Source: an optimization exercise on an open RTL-to-GDS flow (aim: small area and a short achievable clock period). Production flows keep margins and buffers that such runs may drop. At most, simulation tests tie the RTL to the original design; equivalence was not proved. Power figures rest on the tool's default switching activity, not on a simulated workload.

==> inputs of amber <==
## mips_regfile_wb
module mips_regfile_wb (
    input  logic        clk,
    input  logic        rst_n,
    input  logic        we,
    input  logic [4:0]  waddr,
    input  logic [31:0] wdata,
    input  logic [4:0]  raddr1,
    input  logic [4:0]  raddr2,
    output logic [31:0] rdata1,
    output logic [31:0] rdata2,
    output logic [15:0] wr_count
);
    localparam logic [31:0] SP_INIT = 32'h0000_3FFC;
    localparam logic [31:0] GP_INIT = 32'h0000_1800;
    logic [31:0] regs [32];
    logic [31:0] regs_d [32];
    logic [31:1] wdec, ldr, hold;
    logic        wv;
    logic [15:0] wr_count_q;
    always_comb begin
        for (int i = 1; i < 32; i++) wdec[i] = we && (waddr == 5'(i));
    end
    assign wv   = we && (waddr != 5'd0);
    assign ldr  = {31{rst_n}} & wdec;
    assign hold = {31{rst_n}} & ~wdec;
    assign regs[0]   = '0;
    assign regs_d[0] = '0;
    for (genvar i = 1; i < 32; i++) begin : g_reg
        localparam logic [31:0] RV = (i == 29) ? SP_INIT :
                                     (i == 28) ? GP_INIT : '0;
        for (genvar b = 0; b < 32; b++) begin : g_bit
            if (RV[b]) begin : g_set
                mips_rf_ao221 u (.a1(ldr[i]), .a2(wdata[b]), .b1(hold[i]), .b2(regs[i][b]),
                                 .c(~rst_n), .y(regs_d[i][b]));
            end else begin : g_clr
                mips_rf_ao22 u (.a1(ldr[i]), .a2(wdata[b]), .b1(hold[i]), .b2(regs[i][b]),
                                .y(regs_d[i][b]));
            end
        end
        always_ff @(posedge clk) regs[i] <= regs_d[i];
    end
    always_ff @(posedge clk) begin
        if (!rst_n)  wr_count_q <= '0;
        else if (wv) wr_count_q <= wr_count_q + 16'd1;
    end
    assign wr_count = wr_count_q;
    logic [31:0] sel1, sel2;
  ...
==> module mips_rf_nand4, before the edit <==
module mips_rf_nand4 (input logic a, b, c, d, output logic y);
    assign y = ~(a & b & c & d);
endmodule
==> module mips_rf_nand3, before the edit <==
module mips_rf_nand3 (input logic a, b, c, output logic y);
    assign y = ~(a & b & c);
endmodule
==> module mips_rf_nand2, before the edit <==
module mips_rf_nand2 (input logic a, b, output logic y);
    assign y = ~(a & b);
endmodule
==> module mips_rf_nor3, before the edit <==
module mips_rf_nor3 (input logic a, b, c, output logic y);
    assign y = ~(a | b | c);
endmodule
==> module mips_rf_nor2, before the edit <==
module mips_rf_nor2 (input logic a, b, output logic y);
    assign y = ~(a | b);
endmodule
==> module mips_rf_or3, before the edit <==
module mips_rf_or3 (input logic a, b, c, output logic y);
    assign y = a | b | c;
endmodule
==> module mips_rf_xnor2, before the edit <==
module mips_rf_xnor2 (input logic a, b, output logic y);
    assign y = ~(a ^ b);
endmodule
==> module mips_rf_inv, before the edit <==
module mips_rf_inv (input logic a, output logic y);
    assign y = ~a;
endmodule
==> module mips_rf_rdbit, before the edit <==
module mips_rf_rdbit (
    input  logic [31:0] sel,
    input  logic [31:0] d,       
    output logic        y
);
    logic [10:0] n;
    logic [2:0]  t;
    for (genvar k = 0; k < 10; k++) begin : g_aoi
        mips_rf_aoi222 u (.a1(sel[3*k]),   .a2(d[3*k]),
                          .b1(sel[3*k+1]), .b2(d[3*k+1]),
                          .c1(sel[3*k+2]), .c2(d[3*k+2]), .y(n[k]));
    end
    mips_rf_aoi22 u_last (.a1(sel[30]), .a2(d[30]), .b1(sel[31]), .b2(d[31]), .y(n[10]));
    mips_rf_nand4 u_t0 (.a(n[0]), .b(n[1]), .c(n[2]),  .d(n[3]), .y(t[0]));
    mips_rf_nand4 u_t1 (.a(n[4]), .b(n[5]), .c(n[6]),  .d(n[7]), .y(t[1]));
    mips_rf_nand3 u_t2 (.a(n[8]), .b(n[9]), .c(n[10]),           .y(t[2]));
    mips_rf_or3   u_y  (.a(t[0]), .b(t[1]), .c(t[2]), .y(y));
endmodule
==> module mips_rf_rdec, before the edit <==
module mips_rf_rdec (
    input  logic [4:0]  ra,
    input  logic [4:0]  waddr,
    input  logic        wv,
    input  logic [31:1] wdec,
    output logic [31:0] sel
);
    logic [4:0] na, eq;
    logic [3:0] nlo;
    logic [7:0] nhi;
    logic [1:0] ne;
    for (genvar k = 0; k < 5; k++) begin : g_inv
        mips_rf_inv u (.a(ra[k]), .y(na[k]));
        mips_rf_xnor2 u_eq (.a(ra[k]), .b(waddr[k]), .y(eq[k]));
    end
    for (genvar k = 0; k < 4; k++) begin : g_lo
        mips_rf_nand2 u (.a(k[0] ? ra[0] : na[0]), .b(k[1] ? ra[1] : na[1]), .y(nlo[k]));
    end
    for (genvar k = 0; k < 8; k++) begin : g_hi
        mips_rf_nand3 u (.a(k[0] ? ra[2] : na[2]), .b(k[1] ? ra[3] : na[3]),
                         .c(k[2] ? ra[4] : na[4]), .y(nhi[k]));
    end
    for (genvar i = 1; i < 32; i++) begin : g_sel
        mips_rf_nor3 u (.a(nlo[i % 4]), .b(nhi[i / 4]), .c(wdec[i]), .y(sel[i]));
    end
    mips_rf_nand3 u_ne0 (.a(eq[0]), .b(eq[1]), .c(eq[2]), .y(ne[0]));
    mips_rf_nand3 u_ne1 (.a(eq[3]), .b(eq[4]), .c(wv),    .y(ne[1]));
    mips_rf_nor2  u_byp (.a(ne[0]), .b(ne[1]), .y(sel[0]));
endmodule
==> module mips_regfile_wb, before the edit <==
module mips_regfile_wb (
    input  logic        clk,
    input  logic        rst_n,
    input  logic        we,
    input  logic [4:0]  waddr,
    input  logic [31:0] wdata,
    input  logic [4:0]  raddr1,
    input  logic [4:0]  raddr2,
    output logic [31:0] rdata1,
    output logic [31:0] rdata2,
    output logic [15:0] wr_count
);
    localparam logic [31:0] SP_INIT = 32'h0000_3FFC;
    localparam logic [31:0] GP_INIT = 32'h0000_1800;
    logic [31:0] regs [32];
    logic [31:0] regs_d [32];
    logic [31:1] wdec, ldr, hold;
    logic        wv;
    logic [15:0] wr_count_q;
    always_comb begin
        for (int i = 1; i < 32; i++) wdec[i] = we && (waddr == 5'(i));
    end
    assign wv   = we && (waddr != 5'd0);
    assign ldr  = {31{rst_n}} & wdec;
    assign hold = {31{rst_n}} & ~wdec;
    assign regs[0]   = '0;
    assign regs_d[0] = '0;
    for (genvar i = 1; i < 32; i++) begin : g_reg
        localparam logic [31:0] RV = (i == 29) ? SP_INIT :
                                     (i == 28) ? GP_INIT : '0;
        for (genvar b = 0; b < 32; b++) begin : g_bit
            if (RV[b]) begin : g_set
                mips_rf_ao221 u (.a1(ldr[i]), .a2(wdata[b]), .b1(hold[i]), .b2(regs[i][b]),
                                 .c(~rst_n), .y(regs_d[i][b]));
            end else begin : g_clr
                mips_rf_ao22 u (.a1(ldr[i]), .a2(wdata[b]), .b1(hold[i]), .b2(regs[i][b]),
                                .y(regs_d[i][b]));
            end
        end
        always_ff @(posedge clk) regs[i] <= regs_d[i];
    end
    always_ff @(posedge clk) begin
        if (!rst_n)  wr_count_q <= '0;
        else if (wv) wr_count_q <= wr_count_q + 16'd1;
    end
    assign wr_count = wr_count_q;
    logic [31:0] sel1, sel2;
    mips_rf_rdec u_rdec1 (.ra(raddr1), .waddr(waddr), .wv(wv), .wdec(wdec), .sel(sel1));
    mips_rf_rdec u_rdec2 (.ra(raddr2), .waddr(waddr), .wv(wv), .wdec(wdec), .sel(sel2));
    for (genvar b = 0; b < 32; b++) begin : g_rd
        logic [31:0] col;
        assign col[0] = wdata[b];
        for (genvar i = 1; i < 32; i++) begin : g_col
            assign col[i] = regs[i][b];
        end
        mips_rf_rdbit u_rd1 (.sel(sel1), .d(col), .y(rdata1[b]));
        mips_rf_rdbit u_rd2 (.sel(sel2), .d(col), .y(rdata2[b]));
    end
endmodule
Settings: LEC_CHECK=0, CAP_MARGIN=40, CORE_MARGIN=2, CORE_UTILIZATION=30, CTS_CLUSTER_DIAMETER=80, CTS_CLUSTER_SIZE=30, SETUP_SLACK_MARGIN=3.0, SLEW_MARGIN=40, SYNTH_HIERARCHICAL=1; clock period 8.0 ns.
run.sh (not shown) runs the stock make flow with config.mk's settings and CLKGATE_MAP_FILE= SYNTH_SCRIPT=/design/flow/synth_recipe.tcl, a recipe that flattens the netlist after the stock synthesis.
==> inputs of quartz, as changes to amber <==
==> flow/design.v (replaced) <==
module mips_rf_ao22 (input logic a1, a2, b1, b2, output logic y);
    assign y = (a1 & a2) | (b1 & b2);
endmodule
module mips_rf_ao221 (input logic a1, a2, b1, b2, c, output logic y);
    assign y = (a1 & a2) | (b1 & b2) | c;
endmodule
module mips_rf_aoi222 (input logic a1, a2, b1, b2, c1, c2, output logic y);
    assign y = ~((a1 & a2) | (b1 & b2) | (c1 & c2));
endmodule
module mips_rf_aoi22 (input logic a1, a2, b1, b2, output logic y);
    assign y = ~((a1 & a2) | (b1 & b2));
endmodule
module mips_rf_rdbit (
    input  logic [31:0] sel,
    input  logic [31:0] d,       
    output logic        y
);
    logic [10:0] n;
    for (genvar k = 0; k < 10; k++) begin : g_aoi
        mips_rf_aoi222 u (.a1(sel[3*k]),   .a2(d[3*k]),
                          .b1(sel[3*k+1]), .b2(d[3*k+1]),
                          .c1(sel[3*k+2]), .c2(d[3*k+2]), .y(n[k]));
    end
    mips_rf_aoi22 u_last (.a1(sel[30]), .a2(d[30]), .b1(sel[31]), .b2(d[31]), .y(n[10]));
    assign y = ~&n;
endmodule
module mips_rf_rdec (
    input  logic [4:0]  ra,
    input  logic [31:1] wdec,    
    output logic [31:0] sel
);
    always_comb begin
        sel[0] = 1'b0;
        for (int i = 1; i < 32; i++) begin
            sel[i] = (ra == 5'(i)) & ~wdec[i];
            sel[0] = sel[0] | ((ra == 5'(i)) & wdec[i]);
        end
    end
endmodule
module mips_regfile_wb (
    input  logic        clk,
    input  logic        rst_n,
    input  logic        we,
    input  logic [4:0]  waddr,
    input  logic [31:0] wdata,
    input  logic [4:0]  raddr1,
    input  logic [4:0]  raddr2,
    output logic [31:0] rdata1,
    output logic [31:0] rdata2,
    output logic [15:0] wr_count
);
    localparam logic [31:0] SP_INIT = 32'h0000_3FFC;
    localparam logic [31:0] GP_INIT = 32'h0000_1800;
    logic [31:0] regs [32];
    logic [31:0] regs_d [32];
    logic [31:1] wdec, ldr, hold;
    logic [15:0] wr_count_q;
    always_comb begin
        for (int i = 1; i < 32; i++) wdec[i] = we && (waddr == 5'(i));
    end
    assign ldr  = {31{rst_n}} & wdec;
    assign hold = {31{rst_n}} & ~wdec;
    assign regs[0]   = '0;
    assign regs_d[0] = '0;
    for (genvar i = 1; i < 32; i++) begin : g_reg
        localparam logic [31:0] RV = (i == 29) ? SP_INIT :
                                     (i == 28) ? GP_INIT : '0;
        for (genvar b = 0; b < 32; b++) begin : g_bit
            if (RV[b]) begin : g_set
                mips_rf_ao221 u (.a1(ldr[i]), .a2(wdata[b]), .b1(hold[i]), .b2(regs[i][b]),
                                 .c(~rst_n), .y(regs_d[i][b]));
            end else begin : g_clr
                mips_rf_ao22 u (.a1(ldr[i]), .a2(wdata[b]), .b1(hold[i]), .b2(regs[i][b]),
                                .y(regs_d[i][b]));
            end
        end
        always_ff @(posedge clk) regs[i] <= regs_d[i];
    end
    always_ff @(posedge clk) begin
        if (!rst_n)               wr_count_q <= '0;
        else if (we && waddr != 0) wr_count_q <= wr_count_q + 16'd1;
    end
    assign wr_count = wr_count_q;
    logic [31:0] sel1, sel2;
    mips_rf_rdec u_rdec1 (.ra(raddr1), .wdec(wdec), .sel(sel1));
    mips_rf_rdec u_rdec2 (.ra(raddr2), .wdec(wdec), .sel(sel2));
    for (genvar b = 0; b < 32; b++) begin : g_rd
        logic [31:0] col;
        assign col[0] = wdata[b];
        for (genvar i = 1; i < 32; i++) begin : g_col
            assign col[i] = regs[i][b];
        end
        mips_rf_rdbit u_rd1 (.sel(sel1), .d(col), .y(rdata1[b]));
        mips_rf_rdbit u_rd2 (.sel(sel2), .d(col), .y(rdata2[b]));
    end
endmodule
CORE_UTILIZATION = 40   (was 30)
CTS_CLUSTER_DIAMETER = default   (was 80)
CTS_CLUSTER_SIZE = default   (was 30)
SETUP_SLACK_MARGIN = default   (was 3.0)
==> qor summary <==
item	amber	quartz
Total routing usage reported by global routing	0.274	0.376
CLK BUF	49	139
Clock Skews	0.0194 ns	0.00384 ns
Count of standard-cell rows	133	115
End of the worst register-to-register path	wr_count_q[10]$_SDFFE_PN0P_	wr_count_q[14]$_SDFFE_PN0P_
DR iter-0 viols	10485	9170
Leakage component of the power	17.5 nW	17.4 nW
Sw power	2.40 mW	2.71 mW
Number of levels in the clock H-tree	2	3
Worst path most repeated cell	sky130_fd_sc_hd__buf_6	sky130_fd_sc_hd__clkdlybuf4s50_1
Nets in the synthesized netlist	3320	3417
Non-clock buffer count	518	341
Outcome	timing/DRC/antenna clean	timing/DRC/antenna clean
Overall die area	135000 um2	102000 um2
Pin count of the biggest net entering global routing	62	55
Area Overhead vs Synth	26.6%	22.6%
Wire length of the first global-routing pass	276 mm	285 mm
Delay of the slowest critical-path stage	0.52 ns	0.84 ns
Number of nets in the layout	3875	3824
Seq area share	0.404	0.412
Pwr dens	175 nW/um2	224 nW/um2
Mux contribution to synthesized area	0.000253	0.00288
Shortest clock period the worst path allows after layout	5.99 ns	7.70 ns
Final HPWL from detailed placement	121 mm	115 mm
Function not checked in quartz: the RTL went through the layout flow alone.

port drivers added, routing unchanged:
The flow's constraints put no driver on any port. The routed layouts listed below were extracted and timed again, unchanged, in two steps. Step 1 sets driving cells, clkbuf_16 on the clock port and buf_2 on the other inputs (assumed; they add their load-dependent delay and slew). Step 2 moves the port delays by t, midway between the first and last clock arrival at a register: inputs arrive t later, outputs are due t later. That takes back most of the time a late clock gives input paths. Slacks: ideal ports / drivers / drivers and shift; pairs: ideal ports / drivers.
run | shift t [ns] | setup WS [ns] | hold WS [ns]
amber | 0.724 | 2.008 / 1.940 / 1.940 | 0.480 / 0.480 / 0.480
quartz | 0.750 | 0.304 / 0.275 / 0.275 | 0.486 / 0.486 / 0.486
After both steps every run listed still meets setup and hold. For amber, which loses most, drivers alone change the setup slack by -0.068 ns; drivers and shift together by -0.068 ns.
